From an optimization exercise on the open Yosys and OpenROAD flow, aimed at small area; shortcuts taken in it are not production practice. At most, simulation tests tie the RTL to the original design; equivalence was not proved. Power and IR drop assume default switching activity.

==> flow/design.v <==
package sccb_pkg;
    typedef enum logic [3:0] {
        ST_IDLE,
        ST_ID,
        ST_ID_ACK,
        ST_SUB,
        ST_SUB_ACK,
        ST_WDAT,
        ST_WDAT_ACK,
        ST_RDAT,
        ST_RDAT_NA,
        ST_WAIT_STOP
    } sccb_state_t;
    localparam int         PHASE_LEN = 9;
    localparam logic [3:0] DATA_BITS = 4'(PHASE_LEN - 1);
    localparam logic [3:0] ACK_BIT   = 4'(PHASE_LEN);
    localparam logic ID_WR_LSB = 1'b0;
    localparam logic ID_RD_LSB = 1'b1;
endpackage
module sccb_line_sync
(
    input  logic Clk,
    input  logic Reset,
    input  logic sioc_in,
    input  logic siod_in,
    output logic sc_rise,
    output logic sc_fall,
    output logic start,
    output logic stop,
    output logic siod_s
);
    logic sc_p0, sc_p1, sc_p2, sc_p3;
    logic sd_p0, sd_p1, sd_p2, sd_p3;
    always_ff @(posedge Clk) begin
        if (!Reset) begin
            sc_p0 <= 1'b1;
            sc_p1 <= 1'b1;
            sc_p2 <= 1'b1;
            sc_p3 <= 1'b1;
            sd_p0 <= 1'b1;
            sd_p1 <= 1'b1;
            sd_p2 <= 1'b1;
            sd_p3 <= 1'b1;
        end else begin
            sc_p0 <= sioc_in;
            sc_p1 <= sc_p0;
            sc_p2 <= sc_p1;
            sc_p3 <= sc_p2;
            sd_p0 <= siod_in;
            sd_p1 <= sd_p0;
            sd_p2 <= sd_p1;
            sd_p3 <= sd_p2;
        end
    end
    assign sc_rise = sc_p2 & ~sc_p3;
    assign sc_fall = ~sc_p2 & sc_p3;
    assign start   = sc_p2 & sc_p3 & ~sd_p2 & sd_p3;
    assign stop    = sc_p2 & sc_p3 & sd_p2 & ~sd_p3;
    assign siod_s = sd_p2;
endmodule
import sccb_pkg::*;
module sccb_responder
#(
    parameter logic [6:0] DEV_ID    = 7'h21,
    parameter int         REG_DEPTH = 256
) (
    input  logic       Clk,
    input  logic       Reset,
    input  logic       sioc_in,
    input  logic       siod_in,
    output logic       siod_oe,
    input  logic [7:0] obs_addr,
    output logic [7:0] obs_data,
    output logic       wr_valid,
    output logic [7:0] wr_addr,
    output logic [7:0] wr_data,
    output logic       busy,
    output logic       err
);
    localparam int NSEG = 8;
    localparam int SLEN = 32;
    logic        sc_rise, sc_fall, start_p, stop_p, sd_s;
    sccb_pkg::sccb_state_t state;
    logic [3:0]  bit_cnt;
    logic [7:0]  shreg;
    logic [7:0]  rd_sh;
    logic [7:0]  ptr;
    logic        rf_we;
    logic [7:0]  rx_byte;
    logic [3:0]  bits_done;
    logic [NSEG-1:0][SLEN-1:0][7:0] ring;
    logic [NSEG-1:0][7:0]           head_in;
    logic [4:0]  off;
    logic        scrub_act;
    logic        pend_valid;
    logic        scrubbing;
    logic        commit;
    logic [NSEG-1:0] commit_seg;
    logic [NSEG-1:0] keep;
    logic        refresh;
    logic [7:0]  refresh_val;
    logic [4:0]  obs_pos;
    logic        refresh_tap;
    logic        obs_hit;
    logic [NSEG-1:0] seg_sel_n;
    logic [SLEN-1:0] pos_sel_n;
    sccb_line_sync u_sync (
        .Clk     (Clk),
        .Reset   (Reset),
        .sioc_in (sioc_in),
        .siod_in (siod_in),
        .sc_rise (sc_rise),
        .sc_fall (sc_fall),
        .start   (start_p),
        .stop    (stop_p),
        .siod_s  (sd_s)
    );
    always_comb begin
        rx_byte  = {shreg[6:0], sd_s};
        bits_done = (bit_cnt == 4'd0) ? 4'd0 : bit_cnt - 4'd1;
        rf_we     = !stop_p && !start_p && sc_rise && state == ST_WDAT
                    && bit_cnt == DATA_BITS - 4'd1;
        scrubbing = !Reset || scrub_act;
        commit    = pend_valid && off == wr_addr[4:0] && !scrubbing;
        for (int s = 0; s < NSEG; s++) begin
            commit_seg[s] = commit && wr_addr[7:5] == 3'(s);
            keep[s]       = !scrubbing && !commit_seg[s];
        end
        refresh     = state != ST_RDAT && ptr[3:0] == off[3:0];
        refresh_tap = ptr[4] ^ off[4];
        if (scrubbing)
            refresh_val = 8'h00;
        else if (pend_valid && wr_addr == ptr)
            refresh_val = wr_data;
        else
            refresh_val = ring[ptr[7:5]][{refresh_tap, 4'd0}];
        obs_pos   = obs_addr[4:0] - off;
        obs_hit   = pend_valid && obs_addr == wr_addr;
        for (int i = 0; i < NSEG; i++)
            seg_sel_n[i] = !(obs_addr[7:5] == 3'(i) && !obs_hit && !scrub_act);
        for (int i = 0; i < SLEN; i++)
            pos_sel_n[i] = obs_pos != 5'(i);
        for (int b = 0; b < 8; b++)
            obs_data[b] = (obs_hit & wr_data[b]) | (|obs_l3[b]);
    end
    always_ff @(posedge Clk) begin
        for (int s = 0; s < NSEG; s++) begin
            for (int p = 0; p < SLEN - 1; p++)
                ring[s][p] <= ring[s][p+1];
            ring[s][SLEN-1] <= head_in[s];
        end
    end
    always_ff @(posedge Clk) begin
        if (!Reset) begin
            off        <= 5'd0;
            scrub_act  <= 1'b1;
            pend_valid <= 1'b0;
        end else begin
            off <= off + 5'd1;
            if (off == 5'(SLEN - 2))
                scrub_act <= 1'b0;
            if (rf_we)
                pend_valid <= 1'b1;
            else if (commit)
                pend_valid <= 1'b0;
        end
    end
    always_ff @(posedge Clk) begin
        if (!Reset) begin
            state    <= ST_IDLE;
            bit_cnt  <= 4'd0;
            shreg    <= 8'h00;
            rd_sh    <= 8'h00;
            ptr      <= 8'h00;
            siod_oe  <= 1'b0;
            busy     <= 1'b0;
            err      <= 1'b0;
            wr_valid <= 1'b0;
            wr_addr  <= 8'h00;
            wr_data  <= 8'h00;
        end else begin
            err      <= 1'b0;
            wr_valid <= 1'b0;
            if (refresh)
                rd_sh <= refresh_val;
            if (stop_p) begin
                if ((state == ST_ID || state == ST_SUB || state == ST_WDAT || state == ST_RDAT)
                    && (bits_done >= 4'd1) && (bits_done <= 4'd7)) begin
                    err <= 1'b1;
                end
                state   <= ST_IDLE;
                siod_oe <= 1'b0;
                busy    <= 1'b0;
                bit_cnt <= 4'd0;
            end else if (start_p) begin
                state   <= ST_ID;
                siod_oe <= 1'b0;
                busy    <= 1'b1;
                bit_cnt <= 4'd0;
            end else if (sc_rise) begin
                case (state)
                    ST_ID, ST_SUB, ST_WDAT: begin
                        if (bit_cnt < DATA_BITS) begin
                            shreg   <= rx_byte;
                            bit_cnt <= bit_cnt + 4'd1;
                            if (state == ST_WDAT && bit_cnt == DATA_BITS - 4'd1) begin
                                wr_valid <= 1'b1;
                                wr_addr  <= ptr;
                                wr_data  <= rx_byte;
                            end
                        end
                    end
                    ST_ID_ACK, ST_SUB_ACK, ST_WDAT_ACK, ST_RDAT: begin
                        if (bit_cnt < ACK_BIT) begin
                            bit_cnt <= bit_cnt + 4'd1;
                        end
                    end
                    ST_RDAT_NA: begin
                        state <= ST_WAIT_STOP;
                    end
                    default: ;
                endcase
            end else if (sc_fall) begin
                case (state)
                    ST_ID: begin
                        if (bit_cnt == DATA_BITS) begin
                            if (shreg[7:1] == DEV_ID) begin
                                siod_oe <= 1'b1;
                                state   <= ST_ID_ACK;
                            end else begin
                                state   <= ST_WAIT_STOP;
                            end
                        end
                    end
                    ST_SUB: begin
                        if (bit_cnt == DATA_BITS) begin
                            ptr     <= shreg;
                            siod_oe <= 1'b1;
                            state   <= ST_SUB_ACK;
                        end
                    end
                    ST_WDAT: begin
                        if (bit_cnt == DATA_BITS) begin
                            siod_oe <= 1'b1;
                            state   <= ST_WDAT_ACK;
                        end
                    end
                    ST_ID_ACK: begin
                        if (bit_cnt == ACK_BIT) begin
                            bit_cnt <= 4'd0;
                            if (shreg[0] == ID_RD_LSB) begin
                                siod_oe <= ~rd_sh[7];
                                state   <= ST_RDAT;
                            end else if (shreg[0] == ID_WR_LSB) begin
                                siod_oe <= 1'b0;
                                state   <= ST_SUB;
                            end else begin
                                siod_oe <= 1'b0;
                                state   <= ST_WAIT_STOP;
                            end
                        end
                    end
                    ST_SUB_ACK: begin
                        if (bit_cnt == ACK_BIT) begin
                            bit_cnt <= 4'd0;
                            siod_oe <= 1'b0;
                            state   <= ST_WDAT;
                        end
                    end
                    ST_WDAT_ACK: begin
                        if (bit_cnt == ACK_BIT) begin
                            siod_oe <= 1'b0;
                            state   <= ST_WAIT_STOP;
                        end
                    end
                    ST_RDAT: begin
                        if (bit_cnt == DATA_BITS) begin
                            siod_oe <= 1'b0;
                            state   <= ST_RDAT_NA;
                        end else begin
                            siod_oe <= ~rd_sh[6];
                            rd_sh   <= {rd_sh[6:0], 1'b0};
                        end
                    end
                    default: ;
                endcase
            end
        end
    end
    for (genvar s = 0; s < NSEG; s++) begin : g_head
        for (genvar b = 0; b < 8; b++) begin : g_bit
            sccb_ao22 u_h (.a0(commit_seg[s]), .d0(wr_data[b]), .a1(keep[s]), .d1(ring[s][0][b]),
                           .y(head_in[s][b]));
        end
    end
    logic [7:0][NSEG-1:0][11:0] obs_l1;
    logic [7:0][NSEG-1:0][2:0]  obs_l2;
    logic [7:0][NSEG-1:0]       obs_l3n;
    logic [7:0][NSEG-1:0]       obs_l3;
    logic [SLEN-1:0]            pos_sel;
    logic [NSEG-1:0]            seg_sel;
    assign pos_sel = ~pos_sel_n;
    assign seg_sel = ~seg_sel_n;
    for (genvar b = 0; b < 8; b++) begin : g_obs
        for (genvar s = 0; s < NSEG; s++) begin : g_seg
            for (genvar k = 0; k < 10; k++) begin : g_l1
                sccb_aoi222 u_l1 (
                    .a0(pos_sel[3*k]),   .d0(ring[s][3*k][b]),
                    .a1(pos_sel[3*k+1]), .d1(ring[s][3*k+1][b]),
                    .a2(pos_sel[3*k+2]), .d2(ring[s][3*k+2][b]),
                    .y(obs_l1[b][s][k]));
            end
            sccb_nand2 u_l1x (.a(pos_sel[30]), .b(ring[s][30][b]), .y(obs_l1[b][s][10]));
            sccb_nand2 u_l1y (.a(pos_sel[31]), .b(ring[s][31][b]), .y(obs_l1[b][s][11]));
            sccb_sel12 u_l2 (.y(obs_l1[b][s]), .seg(seg_sel[s]), .w(obs_l3[b][s]));
        end
    end
endmodule
module sccb_nand2 (input logic a, input logic b, output logic y);
    assign y = ~(a & b);
endmodule
module sccb_nor2 (input logic a, input logic b, output logic y);
    assign y = ~(a | b);
endmodule
module sccb_nor3 (input logic a, input logic b, input logic c, output logic y);
    assign y = ~(a | b | c);
endmodule
module sccb_sel12 (input logic [11:0] y, input logic seg, output logic w);
    assign w = seg & ~&y;
endmodule
module sccb_nand4 (input logic a, input logic b, input logic c, input logic d, output logic y);
    assign y = ~(a & b & c & d);
endmodule
module sccb_ao22 (input logic a0, input logic d0, input logic a1, input logic d1, output logic y);
    assign y = (a0 & d0) | (a1 & d1);
endmodule
module sccb_aoi222 (
    input  logic a0, input logic d0,
    input  logic a1, input logic d1,
    input  logic a2, input logic d2,
    output logic y
);
    assign y = ~((a0 & d0) | (a1 & d1) | (a2 & d2));
endmodule
export LEC_CHECK = 0
export CAP_MARGIN = 20
export CORE_MARGIN = 2
export CORE_UTILIZATION = 40
export CTS_BUF_LIST = sky130_fd_sc_hd__clkbuf_8
export CTS_CLUSTER_DIAMETER = 50
export CTS_CLUSTER_SIZE = 16
export SETUP_SLACK_MARGIN = 0.3
export SLEW_MARGIN = 20
export SYNTH_HIERARCHICAL = 1
export SYNTH_MINIMUM_KEEP_SIZE = 0
create_clock -name core_clock -period 10.0 [get_ports {Clk}]
standard.sh (not shown) runs the stock make flow with config.mk's settings and CLKGATE_MAP_FILE= SYNTH_SCRIPT=/design/flow/synth_recipe.tcl, a recipe that flattens the netlist after the stock synthesis.
==> flow/flow/run.sh <==
#!/bin/bash
set -euo pipefail
export CTS_ARGS="-sink_clustering_enable -repair_clock_nets -dont_use_dummy_load -sink_clustering_size 18 -sink_clustering_max_diameter 50 -buf_list sky130_fd_sc_hd__clkbuf_8"
export BUFFER_PORTS_ARGS="-buffer_cell sky130_fd_sc_hd__buf_2"
bash standard.sh > make.log 2>&1
The first run completed with no timing, DRC or antenna violations.
Edit:
--- a/flow/design.v
+++ b/flow/design.v
@@ -97,11 +97,13 @@
     logic        commit;
     logic [NSEG-1:0] commit_seg;
     logic [NSEG-1:0] keep;
     logic        refresh;
     logic [7:0]  refresh_val;
-    logic [4:0]  obs_pos;
+    logic [1:0]  obs_lt;
+    logic [3:0]  obs_cy, obs_lm;
+    logic [7:0]  obs_hm;
     logic        refresh_tap;
     logic        obs_hit;
     logic [NSEG-1:0] seg_sel_n;
     logic [SLEN-1:0] pos_sel_n;
     sccb_line_sync u_sync (
@@ -132,18 +134,23 @@
             refresh_val = 8'h00;
         else if (pend_valid && wr_addr == ptr)
             refresh_val = wr_data;
         else
             refresh_val = ring[ptr[7:5]][{refresh_tap, 4'd0}];
-        obs_pos   = obs_addr[4:0] - off;
         obs_hit   = pend_valid && obs_addr == wr_addr;
         for (int i = 0; i < NSEG; i++)
-            seg_sel_n[i] = !(obs_addr[7:5] == 3'(i) && !obs_hit && !scrub_act);
+            seg_sel_n[i] = !(obs_addr[7:5] == 3'(i) && !scrub_act);
+        for (int k = 0; k < 4; k++) begin
+            {obs_cy[k], obs_lt} = {1'b0, off[1:0]} + 3'(k);
+            obs_lm[k] = obs_addr[1:0] == obs_lt;
+        end
+        for (int k = 0; k < 8; k++)
+            obs_hm[k] = obs_addr[4:2] == 3'(off[4:2] + 3'(k));
         for (int i = 0; i < SLEN; i++)
-            pos_sel_n[i] = obs_pos != 5'(i);
+            pos_sel_n[i] = !(obs_lm[i % 4] && (obs_cy[i % 4] ? obs_hm[(i / 4 + 1) % 8] : obs_hm[i / 4]));
         for (int b = 0; b < 8; b++)
-            obs_data[b] = (obs_hit & wr_data[b]) | (|obs_l3[b]);
+            obs_data[b] = obs_hit ? wr_data[b] : (|obs_l3[b]);
     end
     always_ff @(posedge Clk) begin
         for (int s = 0; s < NSEG; s++) begin
             for (int p = 0; p < SLEN - 1; p++)
                 ring[s][p] <= ring[s][p+1];
Effect: The changed run ran to the end with no violations; first-iteration DRC count goes up by 5.8%; power goes down by 1.3%; final cell count is about the same; non-clock buffer count goes down by 1; count of clock-buffer cells in the layout goes down by 2; routed wire length goes down by 3.3%.
Only the layout flow was run in the second run of this note; the RTL was not checked for function there.

==> afterwards: timing with drivers on the ports <==
The results above use ideal ports. As a check the final layouts listed here were re-extracted and re-timed, cells and wires unchanged.
Step 1: set_driving_cell puts a clkbuf_16 on Clk and a buf_2 on each other input, an assumption about the parent block.
Step 2, shift: input delay + t, output delay - t, t = (earliest + latest rising clock arrival at the registers) / 2. This alone moves slack from input paths to output paths.
Three values: ideal, step 1, step 2; two values: the first two.
run | t (ns) | slack for setup (ns) | worst setup path at the end | slew at the worst register clock pin (ns) | cell pins on the clock port's net
the first run | 0.940 | 1.518 / 1.500 / 1.500 | input to output | 0.11 / 0.11 | 1
the second run | 0.939 | 1.614 / 1.586 / 1.586 | input to output | 0.11 / 0.11 | 1
After both steps setup and hold are still met in every run listed. For the second run, which loses most, drivers alone change the setup slack by -0.028 ns; drivers and shift together by -0.028 ns.
